This design comes from an exercise in tuning for small area, a short achievable clock period and few clock cycles on the open sky130 flow, not from production work.
At most, simulation tests tie the RTL to the original design; equivalence was not proved.
No activity file was given, so power comes from the tool's default toggle rates.

== job 623 ==
// cache_ctrl
module cache_ctrl #(
   parameter int ADDR_W      = 10,
   parameter int NUM_BLOCKS  = 4,
   parameter int BLOCK_WORDS = 4,
   parameter int CNT_W       = 16
) (
   input  logic                      clk,
   input  logic                      rst_n,
   input  logic                      cpu_req_valid,
   output logic                      cpu_req_ready,
   input  logic                      cpu_we,
   input  logic [ADDR_W-1:0]         cpu_addr,
   input  logic [31:0]               cpu_wdata,
   output logic                      cpu_resp_valid,
   output logic [31:0]               cpu_rdata,
   output logic                      mem_req,
   output logic                      mem_we,
   output logic [ADDR_W-1:0]         mem_addr,
   output logic [32*BLOCK_WORDS-1:0] mem_wdata,
   input  logic [32*BLOCK_WORDS-1:0] mem_rdata,
   input  logic                      mem_done,
   output logic [CNT_W-1:0]          hit_cnt,
   output logic [CNT_W-1:0]          miss_cnt
);
   localparam int TAG_W  = ADDR_W - 6;
   localparam int LINE_W = 32 * BLOCK_WORDS;
   logic [NUM_BLOCKS-1:0] valid_arr;
   logic [NUM_BLOCKS-1:0] dirty_arr;
   logic [TAG_W-1:0]      tag_arr  [NUM_BLOCKS];
   logic [LINE_W-1:0]     data_arr [NUM_BLOCKS];
   logic             r_v;
   logic             r_hit;
   logic [TAG_W-1:0] r_tag;
   logic [1:0]       r_idx;
   logic [1:0]       r_word;
   logic             r_we;
   logic [31:0]      r_wdata;
   logic             rd_q;
   logic             rdy;
   logic [TAG_W-1:0] mem_tag;
   logic [LINE_W-1:0] line_buf;
   logic [NUM_BLOCKS-1:0]  fill_q;                 
   logic [BLOCK_WORDS-1:0] wsel_q;                 
   logic [BLOCK_WORDS-1:0] commit_q;               
   logic [NUM_BLOCKS-1:0]  ridx_q;                 
   logic [TAG_W-1:0] in_tag;
   logic [1:0]       in_idx;
   logic [1:0]       in_word;
   logic             in_hit;
   logic             in_victim_dirty;
   logic             rd_done;
   logic             wb_done;
   logic             accept;
   logic             acc_miss;
   logic             unused_addr_bits;
   assign unused_addr_bits = ^cpu_addr[1:0];
   assign in_tag  = cpu_addr[ADDR_W-1:6];
   assign in_idx  = cpu_addr[5:4];
   assign in_word = cpu_addr[3:2];
  ...
Size: about 800 flip-flops, about 380 I/O pins, ~0.031 mm^2 of cells after synthesis.
Settings: LEC_CHECK=0, CAP_MARGIN=20, CORE_MARGIN=2, CORE_UTILIZATION=60, CTS_CLUSTER_DIAMETER=100, CTS_CLUSTER_SIZE=24, SETUP_SLACK_MARGIN=2.05, SLEW_MARGIN=20; clock period 4.0 ns.
standard.sh (not shown) runs the stock make flow with config.mk's settings and CLKGATE_MAP_FILE= SYNTH_SCRIPT=/design/flow/synth_recipe.tcl, a recipe that flattens the netlist after the stock synthesis.
==> flow/flow/run.sh <==
#!/bin/bash
# Standard ORFS layout with two changes to how it is made:
#  * the resizer may swap cells across footprints (MATCH_CELL_FOOTPRINT=0);
#  * while the ports are buffered (global placement), delay cells are
#    don't-use, so the port buffers are plain buffers.
set -euo pipefail
here=$(pwd)
bash standard.sh synth > synth.log 2>&1
bash standard.sh PRE_GLOBAL_PLACE_TCL="$here/flow/gp_pre.tcl" MATCH_CELL_FOOTPRINT=0 finish > layout.log 2>&1
==> flow/flow/gp_pre.tcl <==
# Keep delay cells out of the port buffers inserted in this step.
set_dont_use [get_lib_cells {sky130_fd_sc_hd__clkdlybuf4s* sky130_fd_sc_hd__dlygate* sky130_fd_sc_hd__dlymetal*}]
Job 623 finished all stages; the layout is clean.
Testbench counts of job 623, summed over its fixed seeds: cycles 33,730.
Here is what was changed in the inputs of job 3983 compared with job 623.
- SETUP_SLACK_MARGIN now 1.75, was 2.05
- Looking at job 3983 and job 623, the multi-input combinational cell count is a wash.
- The final reports for job 3983 and job 623 show count of cell instances traversed by the critical path higher in the former.
- Summary of job 3983 over job 623: total of cells resized after clock tree synthesis shows a reduction of 344, upper clock frequency limit shows a reduction of 4.4%.
- The final layout from job 3983, which completed every stage, passed the timing, DRC and antenna checks at the end of the flow.
- Job 3983 vs. job 623: via count dropped 701; internal power component dropped 0.80%.

cache_ctrl, a different RTL version from the one above (not shown whole).
Size in the first run: ~1,600 cells after synthesis, about 780 flip-flops, ~380 I/O pins, roughly 31,000 µm² of cells after synthesis.
make LEC_CHECK=0 CAP_MARGIN=20 CORE_MARGIN=2 CORE_UTILIZATION=40 SLEW_MARGIN=20 finish   # period 4.0 ns
run.sh (not shown) runs the stock make flow with config.mk's settings and CLKGATE_MAP_FILE= SYNTH_SCRIPT=/design/flow/synth_recipe.tcl, a recipe that flattens the netlist after the stock synthesis.
Stock flow here: none of the scripts above is used.
The baseline finished with timing, DRC and antenna clean.
Next try:
- SETUP_SLACK_MARGIN: unset -> 2.0
Result:
- non-clock buffer count goes up by 215
- area after synthesis is unchanged
- register-to-register slack gets better by 0.46 ns
- utilization rose by 5.3 points
No functional check of the RTL was part of any run of this note.

harbor:
The RTL this note starts from:
==> flow/design.v <==
module cache_ctrl #(
   parameter int ADDR_W      = 10,
   parameter int NUM_BLOCKS  = 4,
   parameter int BLOCK_WORDS = 4,
   parameter int CNT_W       = 16
) (
   input  logic                      clk,
   input  logic                      rst_n,
   input  logic                      cpu_req_valid,
   output logic                      cpu_req_ready,
   input  logic                      cpu_we,
   input  logic [ADDR_W-1:0]         cpu_addr,
   input  logic [31:0]               cpu_wdata,
   output logic                      cpu_resp_valid,
   output logic [31:0]               cpu_rdata,
   output logic                      mem_req,
   output logic                      mem_we,
   output logic [ADDR_W-1:0]         mem_addr,
   output logic [32*BLOCK_WORDS-1:0] mem_wdata,
   input  logic [32*BLOCK_WORDS-1:0] mem_rdata,
   input  logic                      mem_done,
   output logic [CNT_W-1:0]          hit_cnt,
   output logic [CNT_W-1:0]          miss_cnt
);
   localparam int TAG_W  = ADDR_W - 6;
   localparam int LINE_W = 32 * BLOCK_WORDS;
   logic [NUM_BLOCKS-1:0] valid_arr;
   logic [NUM_BLOCKS-1:0] dirty_arr;
   logic [TAG_W-1:0]      tag_arr  [NUM_BLOCKS];
   logic [LINE_W-1:0]     data_arr [NUM_BLOCKS];
   logic             r_v;
   logic             r_hit;
   logic [TAG_W-1:0] r_tag;
   logic [1:0]       r_idx;
   logic [1:0]       r_word;
   logic             r_we;
   logic [31:0]      r_wdata;
   logic             rd_q;
   logic             rdy;
   logic [TAG_W-1:0] mem_tag;
   logic [LINE_W-1:0] line_buf;
   logic [BLOCK_WORDS-1:0] wen_q  [NUM_BLOCKS];   
   logic [BLOCK_WORDS-1:0] wsel_q;                 
   logic [BLOCK_WORDS-1:0] commit_q;               
   logic [NUM_BLOCKS-1:0]  ridx_q;                 
   logic [TAG_W-1:0] in_tag;
   logic [1:0]       in_idx;
   logic [1:0]       in_word;
   logic             in_hit;
   logic             in_victim_dirty;
   logic             rd_done;
   logic             wb_done;
   logic             accept;
   logic             acc_miss;
   logic             unused_addr_bits;
   assign unused_addr_bits = ^cpu_addr[1:0];
   assign in_tag  = cpu_addr[ADDR_W-1:6];
   assign in_idx  = cpu_addr[5:4];
   assign in_word = cpu_addr[3:2];
   assign in_hit          = valid_arr[in_idx] && (tag_arr[in_idx] == in_tag);
   assign in_victim_dirty = valid_arr[in_idx] && dirty_arr[in_idx];
   assign rd_done = rd_q && mem_done;
   assign wb_done = mem_we && mem_done;
   assign cpu_req_ready = rdy || rd_done;
   assign accept        = cpu_req_valid && cpu_req_ready;
   assign acc_miss      = accept && !in_hit;
   assign mem_addr  = {mem_tag, r_idx, 4'h0};
   assign mem_wdata = line_buf;
   logic       n_rd;
   logic [1:0] n_idx;
   logic [1:0] n_word;
   logic       n_we;
   logic       n_commit;
   always_comb begin
      n_rd = rd_q;
      if (wb_done) n_rd = 1'b1;
      if (rd_done) n_rd = 1'b0;
      if (acc_miss) n_rd = !in_victim_dirty;
      n_idx    = accept ? in_idx  : r_idx;
      n_word   = accept ? in_word : r_word;
      n_we     = accept ? cpu_we  : r_we;
      n_commit = accept && in_hit && cpu_we;
   end
   always_ff @(posedge clk or negedge rst_n) begin
      if (!rst_n) begin
         rdy            <= 1'b1;
         r_v            <= 1'b0;
         mem_req        <= 1'b0;
         mem_we         <= 1'b0;
         rd_q           <= 1'b0;
         cpu_resp_valid <= 1'b0;
         valid_arr      <= '0;
         dirty_arr      <= '0;
         hit_cnt        <= '0;
         miss_cnt       <= '0;
      end else begin
         r_v            <= accept;
         cpu_resp_valid <= (r_v && r_hit) || rd_done;
         rd_q           <= n_rd;
         if (wb_done) mem_we <= 1'b0;
         if (rd_done) begin
            mem_req <= 1'b0;
            rdy     <= 1'b1;
         end
         if (r_v && !r_hit) dirty_arr[r_idx] <= r_we;
         if (accept) begin
            valid_arr[in_idx] <= 1'b1;
            if (cpu_we) dirty_arr[in_idx] <= 1'b1;
            if (!in_hit) begin
               mem_req <= 1'b1;
               mem_we  <= in_victim_dirty;
               rdy     <= 1'b0;
            end
         end
         if (r_v) begin
            if (r_hit) begin
               if (hit_cnt != {CNT_W{1'b1}}) hit_cnt <= hit_cnt + CNT_W'(1);
            end else begin
               if (miss_cnt != {CNT_W{1'b1}}) miss_cnt <= miss_cnt + CNT_W'(1);
            end
         end
      end
   end
   always_ff @(posedge clk) begin
      for (int w = 0; w < BLOCK_WORDS; w++) begin
         wsel_q[w]   <= n_rd && !(n_we && n_word == 2'(w));
         commit_q[w] <= n_commit && in_word == 2'(w);
         for (int l = 0; l < NUM_BLOCKS; l++) begin
            wen_q[l][w] <= (n_idx == 2'(l)) && (n_rd || (n_commit && in_word == 2'(w)));
         end
      end
      for (int l = 0; l < NUM_BLOCKS; l++) ridx_q[l] <= (n_idx == 2'(l));
   end
   always_ff @(posedge clk) begin
      if (accept) begin
         r_hit           <= in_hit;
         r_tag           <= in_tag;
         r_idx           <= in_idx;
         r_word          <= in_word;
         r_we            <= cpu_we;
         r_wdata         <= cpu_wdata;
         tag_arr[in_idx] <= in_tag;
         mem_tag         <= in_victim_dirty ? tag_arr[in_idx] : in_tag;
      end else if (wb_done) begin
         mem_tag <= r_tag;
      end
   end
   logic [31:0] wsrc [BLOCK_WORDS];
   always_comb begin
      for (int w = 0; w < BLOCK_WORDS; w++) begin
         wsrc[w] = wsel_q[w] ? mem_rdata[32*w +: 32] : r_wdata;
      end
   end
   always_ff @(posedge clk) begin
      for (int l = 0; l < NUM_BLOCKS; l++) begin
         for (int w = 0; w < BLOCK_WORDS; w++) begin
            if (wen_q[l][w]) data_arr[l][32*w +: 32] <= wsrc[w];
         end
      end
   end
   logic [NUM_BLOCKS-1:0]  lb_sel;
   logic [LINE_W-1:0]      lb_line;
   logic [BLOCK_WORDS-1:0] lb_byp;
   always_comb begin
      lb_line = '0;
      for (int l = 0; l < NUM_BLOCKS; l++) begin
         lb_sel[l] = mem_we ? ridx_q[l] : (in_idx == 2'(l));
         lb_line   = lb_line | ({LINE_W{lb_sel[l]}} & data_arr[l]);
      end
      for (int w = 0; w < BLOCK_WORDS; w++) begin
         lb_byp[w] = ridx_q[in_idx] && (rd_q || commit_q[w]);
      end
   end
   always_ff @(posedge clk) begin
      for (int w = 0; w < BLOCK_WORDS; w++) begin
         line_buf[32*w +: 32] <= lb_byp[w] ? wsrc[w] : lb_line[32*w +: 32];
      end
   end
   logic [BLOCK_WORDS-1:0] rsel_lb_q;
   logic [BLOCK_WORDS-1:0] rsel_mem_q;
   logic [31:0]            rd_word;
   always_ff @(posedge clk) begin
      for (int w = 0; w < BLOCK_WORDS; w++) begin
         rsel_lb_q[w]  <= !n_rd && n_word == 2'(w);
         rsel_mem_q[w] <= n_rd && n_word == 2'(w);
      end
   end
   always_comb begin
      rd_word = '0;
      for (int w = 0; w < BLOCK_WORDS; w++) begin
         rd_word = rd_word | ({32{rsel_lb_q[w]}}  & line_buf[32*w +: 32])
                           | ({32{rsel_mem_q[w]}} & mem_rdata[32*w +: 32]);
      end
   end
   always_ff @(posedge clk) begin
      cpu_rdata <= rd_word;
   end
endmodule
Settings: LEC_CHECK=0, CAP_MARGIN=20, CORE_MARGIN=2, CORE_UTILIZATION=50, CTS_CLUSTER_DIAMETER=100, CTS_CLUSTER_SIZE=24, SETUP_SLACK_MARGIN=1.75, SLEW_MARGIN=20; clock period 4.0 ns.
standard.sh (not shown) runs the stock make flow with config.mk's settings and CLKGATE_MAP_FILE= SYNTH_SCRIPT=/design/flow/synth_recipe.tcl, a recipe that flattens the netlist after the stock synthesis.
Scripts as last shown in full above: flow/flow/run.sh, flow/flow/gp_pre.tcl
harbor: all stages complete, timing, DRC and antenna checks passed
Testbench counts of harbor, summed over its fixed seeds: cycles 33,730.
[inputs] sierra vs harbor
Settings: changing SETUP_SLACK_MARGIN from 1.75 to 1.65; changing CORE_UTILIZATION from 50 to 60.
In summary, sierra completed successfully, with a layout that passed the timing, DRC and antenna checks.
[sierra] routing usage on met2 rose 4.7 points relative to harbor
Of harbor and sierra, sierra shows the lower placed instance area, with harbor above it.
Of harbor and sierra, harbor shows the higher summed area of non-filler cells in the final layout, with sierra below it.
Taking sierra as 1.0, harbor lands at 0.76 on first-iteration DRC count.
harbor -> sierra: chip height decreased by a little under 10%
sierra: die outline area 16% below harbor
The beginning of the critical path comes out rd_q in one run and cpu_addr[4] in the other, namely in harbor and sierra respectively.
harbor → sierra: proportion of final cell area spent on non-clock buffers shrank by 0.53 points; final design utilization higher; fmax down 2.0%; effective utilization at floorplan picked up an extra 10 points.
Diff harbor -> sierra | wire length | down by a few percent
Changes in xenon relative to sierra:
Settings: CORE_UTILIZATION now 65, was 60; SETUP_SLACK_MARGIN now 1.75, was 1.65.
==> run notes <==
Re worst endpoint data arrival time: sierra and xenon aren't equal, and the higher value belongs to sierra.
The total internal power was comparable across sierra and xenon.
Between xenon and sierra, the multi-input combinational area share does not differ in any meaningful way.
Final critical path time including I/O delays and setup: higher on sierra
Compared xenon vs sierra, and count of inserted antenna diode cells is up in xenon.

[re-timing with driven ports]
The results above use ideal ports. As a check the final layouts listed here were re-extracted and re-timed, cells and wires unchanged.
Step 1 assumes that a clkbuf_16 drives the clock port and a buf_2 every other input.
Step 2, shift: input delay + t, output delay - t, t = (earliest + latest rising clock arrival at the registers) / 2. This alone moves slack from input paths to output paths.
Three values: no drivers, after step 1, after step 2; two values: the first two.
| run | t, ns | setup slack, ns | hold WS [ns] | cell pins on the clock port's net |
|---|---|---|---|---|
| job 623 | 0.653 | 1.862 / 1.799 / 1.439 | 0.347 / 0.307 / 0.471 | 1 |
| job 3983 | 0.651 | 1.764 / 1.727 / 1.152 | 0.195 / 0.161 / 0.466 | 1 |
| the first run of note 2 | 0.680 | 0.853 / 0.892 / 0.212 | 0.173 / 0.133 / 0.459 | 1 |
| the second run of note 2 | 0.691 | 1.648 / 1.645 / 1.321 | 0.169 / 0.129 / 0.463 | 1 |
| harbor | 0.661 | 1.784 / 1.723 / 1.179 | 0.318 / 0.281 / 0.477 | 1 |
| sierra | 0.657 | 1.738 / 1.701 / 1.105 | 0.323 / 0.284 / 0.469 | 1 |
| xenon | 0.657 | 1.766 / 1.715 / 1.119 | 0.338 / 0.298 / 0.478 | 1 |
After both steps setup and hold are still met in every run listed. The setup slack of xenon, which loses most, moves by -0.051 ns with the drivers and by -0.647 ns with both steps.
